Background: an optimization exercise with open tools, aiming at small area and a short achievable clock period. Do not read the settings as production practice. At most, simulation tests tie the RTL to the original design; equivalence was not proved. Power and IR drop assume default switching activity.

==> inputs of try-cedar <==
==> flow/design.v <==
`default_nettype none
package deq_pkg;
  localparam int unsigned DATA_W   = 32;
  localparam int unsigned KIND_W   = 3;
  localparam int unsigned STATUS_W = 2;
  localparam int unsigned COUNT_W  = 5;
  localparam logic [KIND_W-1:0] KIND_PUSH_FRONT = 3'd0;
  localparam logic [KIND_W-1:0] KIND_PUSH_BACK  = 3'd1;
  localparam logic [KIND_W-1:0] KIND_POP_FRONT  = 3'd2;
  localparam logic [KIND_W-1:0] KIND_POP_BACK   = 3'd3;
  localparam logic [KIND_W-1:0] KIND_CLEAR      = 3'd4;
  localparam logic [STATUS_W-1:0] STATUS_DONE  = 2'd0;
  localparam logic [STATUS_W-1:0] STATUS_EMPTY = 2'd1;
  localparam logic [STATUS_W-1:0] STATUS_FULL  = 2'd2;
endpackage
`default_nettype wire
`default_nettype none
module deq_cell (
  input  wire                          clk,
  input  wire                          we,
  input  wire  [deq_pkg::DATA_W-1:0]   wdata,
  output logic [deq_pkg::DATA_W-1:0]   data
);
  always_ff @(posedge clk) begin
    if (we) data <= wdata;
  end
endmodule
`default_nettype wire
`default_nettype none
module double_ended_queue #(
  parameter int unsigned DEPTH = 16
) (
  input  wire                            clk,
  input  wire                            rst,
  input  wire                            req_valid,
  output logic                           req_ready,
  input  wire  [deq_pkg::KIND_W-1:0]     kind,
  input  wire  signed [deq_pkg::DATA_W-1:0] push_value,
  output logic                           rsp_valid,
  input  wire                            rsp_ready,
  output logic signed [deq_pkg::DATA_W-1:0] popped_value,
  output logic [deq_pkg::STATUS_W-1:0]   status,
  output logic [deq_pkg::COUNT_W-1:0]    count
);
  localparam int unsigned CNT_W = $clog2(DEPTH + 1);
  logic [deq_pkg::DATA_W-1:0] slot [DEPTH];
  logic [DEPTH-1:0]           we;
  logic [DEPTH-1:0]           rd_sel;
  logic [DEPTH-1:0]           front_oh;
  logic [DEPTH-1:0]           back_oh;
  logic [DEPTH-1:0]           front_dn;    
  logic [DEPTH-1:0]           front_up;    
  logic [DEPTH-1:0]           back_dn;
  logic [DEPTH-1:0]           back_up;
  logic [CNT_W-1:0]           held;
  logic [CNT_W-1:0]           held_next;
  logic                       full;
  logic                       empty;
  logic                       accept;
  logic                       is_push;
  logic                       is_pop;
  logic                       is_clear;
  logic                       push_ok;
  logic                       pop_ok;
  logic                       wr_front;
  logic                       wr_back;
  logic [deq_pkg::DATA_W-1:0] popped_next;
  assign req_ready = !rsp_valid || rsp_ready;
  assign accept    = req_valid && req_ready;
  assign is_push  = (kind[2:1] == 2'b00);
  assign is_pop   = (kind[2:1] == 2'b01);
  assign is_clear = (kind == deq_pkg::KIND_CLEAR);
  assign full     = held[CNT_W-1];
  assign push_ok  = is_push && !full;
  assign pop_ok   = is_pop && !empty;
  assign wr_front = accept && push_ok && !kind[0];
  assign wr_back  = accept && push_ok && kind[0];
  assign front_dn = {front_oh[0], front_oh[DEPTH-1:1]};
  assign front_up = {front_oh[DEPTH-2:0], front_oh[DEPTH-1]};
  assign back_dn  = {back_oh[0], back_oh[DEPTH-1:1]};
  assign back_up  = {back_oh[DEPTH-2:0], back_oh[DEPTH-1]};
  genvar gi;
  generate
    for (gi = 0; gi < DEPTH; gi++) begin : g_slot
      assign we[gi]     = (wr_front && front_dn[gi]) || (wr_back && back_up[gi]);
      assign rd_sel[gi] = pop_ok && (kind[0] ? back_oh[gi] : front_oh[gi]);
      deq_cell u_cell (
        .clk   (clk),
        .we    (we[gi]),
        .wdata (push_value),
        .data  (slot[gi])
      );
    end
  endgenerate
  always_comb begin
    popped_next = '0;
    for (int i = 0; i < DEPTH; i++) begin
      popped_next = popped_next | (slot[i] & {deq_pkg::DATA_W{rd_sel[i]}});
    end
  end
  always_comb begin
    held_next = held;
    if (push_ok)       held_next = held + 1'b1;
    else if (pop_ok)   held_next = held - 1'b1;
    else if (is_clear) held_next = '0;
  end
  always_ff @(posedge clk) begin
    if (rst) begin
      front_oh  <= DEPTH'(1);
      back_oh   <= DEPTH'(1) << (DEPTH - 1);
      held      <= '0;
      empty     <= 1'b1;
      rsp_valid <= 1'b0;
    end else begin
      if (accept) begin
        rsp_valid <= 1'b1;
        held      <= held_next;
        empty     <= (held_next == '0);
        if (push_ok) begin
          if (kind[0]) back_oh  <= back_up;
          else         front_oh <= front_dn;
        end else if (pop_ok) begin
          if (kind[0]) back_oh  <= back_dn;
          else         front_oh <= front_up;
        end else if (is_clear) begin
          back_oh <= front_dn;
        end
      end else if (rsp_ready) begin
        rsp_valid <= 1'b0;
      end
    end
  end
  always_ff @(posedge clk) begin
    if (accept) begin
      popped_value <= popped_next;
      status[1]    <= is_push && full;
      status[0]    <= is_pop && empty;
    end
  end
  assign count = held;
endmodule
`default_nettype wire
==> flow/run.sh <==
#!/bin/bash
# synth_recipe.tcl (not shown) runs the flow's synth.tcl, then flattens the netlist and writes it again
# the make line also repeats each setting of config.mk as NAME=value (left out here)
make -C /OpenROAD-flow-scripts/flow DESIGN_CONFIG=/design/flow/config.mk WORK_HOME=/design/flow/orfs CLKGATE_MAP_FILE= SYNTH_SCRIPT=/design/flow/synth_recipe.tcl finish
==> flow/config.mk <==
export PLATFORM = sky130hd
export DESIGN_NAME = double_ended_queue
export DESIGN_NICKNAME = double_ended_queue
export VERILOG_FILES = /design/flow/design.v
export SDC_FILE = /design/flow/constraint.sdc
export NUM_CORES = 4
export LEC_CHECK = 0
export CAP_MARGIN = 0
export CORE_MARGIN = 2
export CORE_UTILIZATION = 40
export SETUP_SLACK_MARGIN = 2.2
export SLEW_MARGIN = 0
==> flow/constraint.sdc <==
create_clock -name core_clock -period 4.2 [get_ports {clk}]
set_input_delay 0.8400 -clock core_clock [delete_from_list [all_inputs] [get_ports {clk}]]
set_output_delay 0.8400 -clock core_clock [all_outputs]
set_load 0.01 [all_outputs]
==> try-yarrow (differences from try-cedar) <==
--- a/flow/config.mk
+++ b/flow/config.mk
@@ -5,8 +5,8 @@
 export SDC_FILE = /design/flow/constraint.sdc
 export NUM_CORES = 4
 export LEC_CHECK = 0
-export CAP_MARGIN = 0
+export CAP_MARGIN = 20
 export CORE_MARGIN = 2
 export CORE_UTILIZATION = 40
 export SETUP_SLACK_MARGIN = 2.2
-export SLEW_MARGIN = 0
+export SLEW_MARGIN = 20
==> try-delta (differences from try-cedar) <==
--- a/flow/design.v
+++ b/flow/design.v
@@ -83,7 +83,7 @@
   generate
     for (gi = 0; gi < DEPTH; gi++) begin : g_slot
       assign we[gi]     = (wr_front && front_dn[gi]) || (wr_back && back_up[gi]);
-      assign rd_sel[gi] = pop_ok && (kind[0] ? back_oh[gi] : front_oh[gi]);
+      assign rd_sel[gi] = kind[0] ? back_oh[gi] : front_oh[gi];
       deq_cell u_cell (
         .clk   (clk),
         .we    (we[gi]),
@@ -97,6 +97,7 @@
     for (int i = 0; i < DEPTH; i++) begin
       popped_next = popped_next | (slot[i] & {deq_pkg::DATA_W{rd_sel[i]}});
     end
+    popped_next = popped_next & {deq_pkg::DATA_W{pop_ok}};
   end
   always_comb begin
     held_next = held;
--- a/flow/config.mk
+++ b/flow/config.mk
@@ -5,8 +5,12 @@
 export SDC_FILE = /design/flow/constraint.sdc
 export NUM_CORES = 4
 export LEC_CHECK = 0
-export CAP_MARGIN = 0
+export CAP_MARGIN = 20
 export CORE_MARGIN = 2
-export CORE_UTILIZATION = 40
+export CORE_UTILIZATION = 50
+export CTS_CLUSTER_DIAMETER = 100
+export CTS_CLUSTER_SIZE = 26
+export PLACE_DENSITY = 0.75
 export SETUP_SLACK_MARGIN = 2.2
-export SLEW_MARGIN = 0
+export SLEW_MARGIN = 20
+export TNS_END_PERCENT = 20
==> comparison <==
In first-iteration DRC count, try-cedar and try-yarrow do not differ. In worst setup slack, try-cedar and try-yarrow do not differ. Between try-yarrow and try-delta, the lower area after synthesis is in try-yarrow (gap 1.3%, measured against try-delta). In try-delta the core utilization is higher than in try-yarrow, by 5.3 points. In try-delta the global-route usage is higher than in try-cedar, by 2.8 points. Final cell count: try-delta is lower than try-yarrow (about 14%). Clock skew: try-delta is higher than try-cedar (0.0071 ns). Power: try-delta is smaller than try-cedar (16%). Between try-delta and try-cedar, the lower design area is in try-delta (gap about 10%, measured against try-cedar). Of try-yarrow and try-delta, try-delta has the higher sequential share of layout area (gap 7.0 points).

========
==> job 4186: inputs <==
// double_ended_queue: RTL as listed in full above, without the edits since
clock: 4.2 ns
lec_check: 0
cap_margin: 20
core_margin: 2
core_utilization: 40
cts_cluster_diameter: 80
cts_cluster_size: 30
setup_slack_margin: 2.2
slew_margin: 20
tns_end_percent: 0
run.sh (not shown) runs the stock make flow with config.mk's settings and CLKGATE_MAP_FILE= SYNTH_SCRIPT=/design/flow/synth_recipe.tcl, a recipe that flattens the netlist after the stock synthesis.
==> job 7045 (differences from job 4186) <==
--- a/flow/design.v
+++ b/flow/design.v
@@ -43,16 +43,14 @@
   output logic [deq_pkg::COUNT_W-1:0]    count
 );
+  localparam int unsigned PTR_W = $clog2(DEPTH);
   localparam int unsigned CNT_W = $clog2(DEPTH + 1);
   logic [deq_pkg::DATA_W-1:0] slot [DEPTH];
   logic [DEPTH-1:0]           we;
+  logic [DEPTH-1:0]           head_oh;
+  logic [DEPTH-1:0]           tail_oh;
   logic [DEPTH-1:0]           rd_sel;
-  logic [DEPTH-1:0]           front_oh;
-  logic [DEPTH-1:0]           back_oh;
-  logic [DEPTH-1:0]           front_dn;    
-  logic [DEPTH-1:0]           front_up;    
-  logic [DEPTH-1:0]           back_dn;
-  logic [DEPTH-1:0]           back_up;
+  logic [PTR_W-1:0]           head;
+  logic [PTR_W-1:0]           tail;
   logic [CNT_W-1:0]           held;
-  logic [CNT_W-1:0]           held_next;
   logic                       full;
   logic                       empty;
@@ -60,29 +58,26 @@
   logic                       is_push;
   logic                       is_pop;
-  logic                       is_clear;
   logic                       push_ok;
   logic                       pop_ok;
-  logic                       wr_front;
-  logic                       wr_back;
   logic [deq_pkg::DATA_W-1:0] popped_next;
   assign req_ready = !rsp_valid || rsp_ready;
   assign accept    = req_valid && req_ready;
-  assign is_push  = (kind[2:1] == 2'b00);
-  assign is_pop   = (kind[2:1] == 2'b01);
-  assign is_clear = (kind == deq_pkg::KIND_CLEAR);
-  assign full     = held[CNT_W-1];
-  assign push_ok  = is_push && !full;
-  assign pop_ok   = is_pop && !empty;
-  assign wr_front = accept && push_ok && !kind[0];
-  assign wr_back  = accept && push_ok && kind[0];
-  assign front_dn = {front_oh[0], front_oh[DEPTH-1:1]};
-  assign front_up = {front_oh[DEPTH-2:0], front_oh[DEPTH-1]};
-  assign back_dn  = {back_oh[0], back_oh[DEPTH-1:1]};
-  assign back_up  = {back_oh[DEPTH-2:0], back_oh[DEPTH-1]};
+  assign full      = held[CNT_W-1];
+  assign empty     = (held == '0);
+  assign is_push = (kind[2:1] == 2'b00);
+  assign is_pop  = (kind[2:1] == 2'b01);
+  assign push_ok = is_push && !full;
+  assign pop_ok  = is_pop && !empty;
+  always_comb begin
+    for (int i = 0; i < DEPTH; i++) begin
+      head_oh[i] = (head == PTR_W'(i));
+      tail_oh[i] = (tail == PTR_W'(i));
+    end
+  end
   genvar gi;
   generate
     for (gi = 0; gi < DEPTH; gi++) begin : g_slot
-      assign we[gi]     = (wr_front && front_dn[gi]) || (wr_back && back_up[gi]);
-      assign rd_sel[gi] = pop_ok && (kind[0] ? back_oh[gi] : front_oh[gi]);
+      assign we[gi] = accept && push_ok && (kind[0] ? tail_oh[gi] : head_oh[(gi + 1) % DEPTH]);
+      assign rd_sel[gi] = pop_ok && (kind[0] ? tail_oh[(gi + 1) % DEPTH] : head_oh[gi]);
       deq_cell u_cell (
         .clk   (clk),
@@ -99,30 +94,24 @@
     end
   end
-  always_comb begin
-    held_next = held;
-    if (push_ok)       held_next = held + 1'b1;
-    else if (pop_ok)   held_next = held - 1'b1;
-    else if (is_clear) held_next = '0;
-  end
   always_ff @(posedge clk) begin
     if (rst) begin
-      front_oh  <= DEPTH'(1);
-      back_oh   <= DEPTH'(1) << (DEPTH - 1);
+      head      <= '0;
+      tail      <= '0;
       held      <= '0;
-      empty     <= 1'b1;
       rsp_valid <= 1'b0;
     end else begin
       if (accept) begin
         rsp_valid <= 1'b1;
-        held      <= held_next;
-        empty     <= (held_next == '0);
         if (push_ok) begin
-          if (kind[0]) back_oh  <= back_up;
-          else         front_oh <= front_dn;
+          held <= held + 1'b1;
+          if (kind[0]) tail <= tail + 1'b1;
+          else         head <= head - 1'b1;
         end else if (pop_ok) begin
-          if (kind[0]) back_oh  <= back_dn;
-          else         front_oh <= front_up;
-        end else if (is_clear) begin
-          back_oh <= front_dn;
+          held <= held - 1'b1;
+          if (kind[0]) tail <= tail - 1'b1;
+          else         head <= head + 1'b1;
+        end else if (kind == deq_pkg::KIND_CLEAR) begin
+          held <= '0;
+          tail <= head;
         end
       end else if (rsp_ready) begin
@@ -136,7 +125,9 @@
       status[1]    <= is_push && full;
       status[0]    <= is_pop && empty;
+      count        <= push_ok ? held + 1'b1 :
+                      pop_ok  ? held - 1'b1 :
+                      (kind == deq_pkg::KIND_CLEAR) ? '0 : held;
     end
   end
-  assign count = held;
 endmodule
 `default_nettype wire
--- a/flow/config.mk
+++ b/flow/config.mk
@@ -9,7 +9,3 @@
 export CORE_MARGIN = 2
 export CORE_UTILIZATION = 40
-export CTS_CLUSTER_DIAMETER = 80
-export CTS_CLUSTER_SIZE = 30
-export SETUP_SLACK_MARGIN = 2.2
 export SLEW_MARGIN = 20
-export TNS_END_PERCENT = 0
==> summary.txt <==
Outcome
  • Status: finished clean

Place
  • Placed insts: around 1900
  • Post-DP HPWL: around 28000 um

Layout
  • Clock network area share: roughly 7%
  • FFs & Latches: approximately 570

Clock network
  • Worst-Skew Late Latency: approximately 630 ps
  • CTS clk-pin slew, worst paths: roughly 60 ps

Route
  • Vias per inst: approximately 5.8
  • Drt first-iter violations: approximately 1200
  • Metal2 WL: ~27000 um

Floorplan
  • Die H: between 200 and 250 um
  • Initial core utilization: 40.25%
  • Well tap count: between 600 and 700

Power
  • Seq. pwr: approximately 6.3 mW
  • Leakage: around 7.9 nW
  • Switching part of the total: around a fifth
  • Clock group total power: 4.93 mW

Synthesis
  • Commonest cells post-synth: 551 x edfxtp_1, 215 x a22oi_1, 72 x nand2_1
  • Compound-Gate Fraction of Synth Area: about an eighth
  • Syn nets: roughly 1200

Setup path
  • Worst-path maximum fanout: 16

STA
  • Max Clk Rate: between 0.3 and 0.4 GHz
(the above is from job 7045)
==> summary.txt <==
STA
  • Max Clk Rate: between 0.4 and 0.5 GHz

Synthesis
  • Syn nets: 1353
  • Compound-Gate Fraction of Synth Area: 12.63%

Floorplan
  • Initial core utilization: 40.53%

Clock network
  • Worst-Skew Late Latency: slightly above 600 ps
  • CTS clk-pin slew, worst paths: around 100 ps

Outcome
  • Status: finished clean

Power
  • Switching part of the total: roughly 22%
  • Clock group total power: around 3.3 mW
  • Seq. pwr: 6.47 mW
  • Leakage: roughly 8.3 nW

Place
  • Placed insts: 2072
  • Post-DP HPWL: a little over 30000 um

Route
  • Metal2 WL: between 20000 and 30000 um
  • Vias per inst: between 6 and 7

Layout
  • FFs & Latches: around 590
  • Clock network area share: under 10%
(the above is from job 4186)
The RTL of job 7045 was laid out without a check of its function.

==> what the ideal ports hide <==
How much do the figures lean on ideal ports? The routed layouts below were timed once more, with nothing changed but the port constraints.
Step 1: set_driving_cell puts a clkbuf_16 on clk and a buf_2 on each other input, an assumption about the parent block.
Step 2 also shifts input and output timing later by t, the mid clock arrival at the registers, as if the neighbouring blocks saw the same clock.
Slacks: ideal / step 1 / step 2; pairs: ideal / step 1.
run	t (ns)	setup slack, ns	clock arrival spread, ns
try-cedar	0.678	1.900 / 1.920 / 1.247	0.019 / 0.019
try-yarrow	0.678	1.900 / 1.920 / 1.247	0.019 / 0.019
try-delta	0.661	2.061 / 1.996 / 1.358	0.035 / 0.035
job 4186	0.665	1.849 / 1.865 / 1.209	0.039 / 0.039
job 7045	0.665	1.177 / 1.206 / 0.541	0.028 / 0.027
After both steps setup and hold are still met in every run listed. The setup slack of try-delta, which loses most, moves by -0.065 ns with the drivers and by -0.703 ns with both steps.
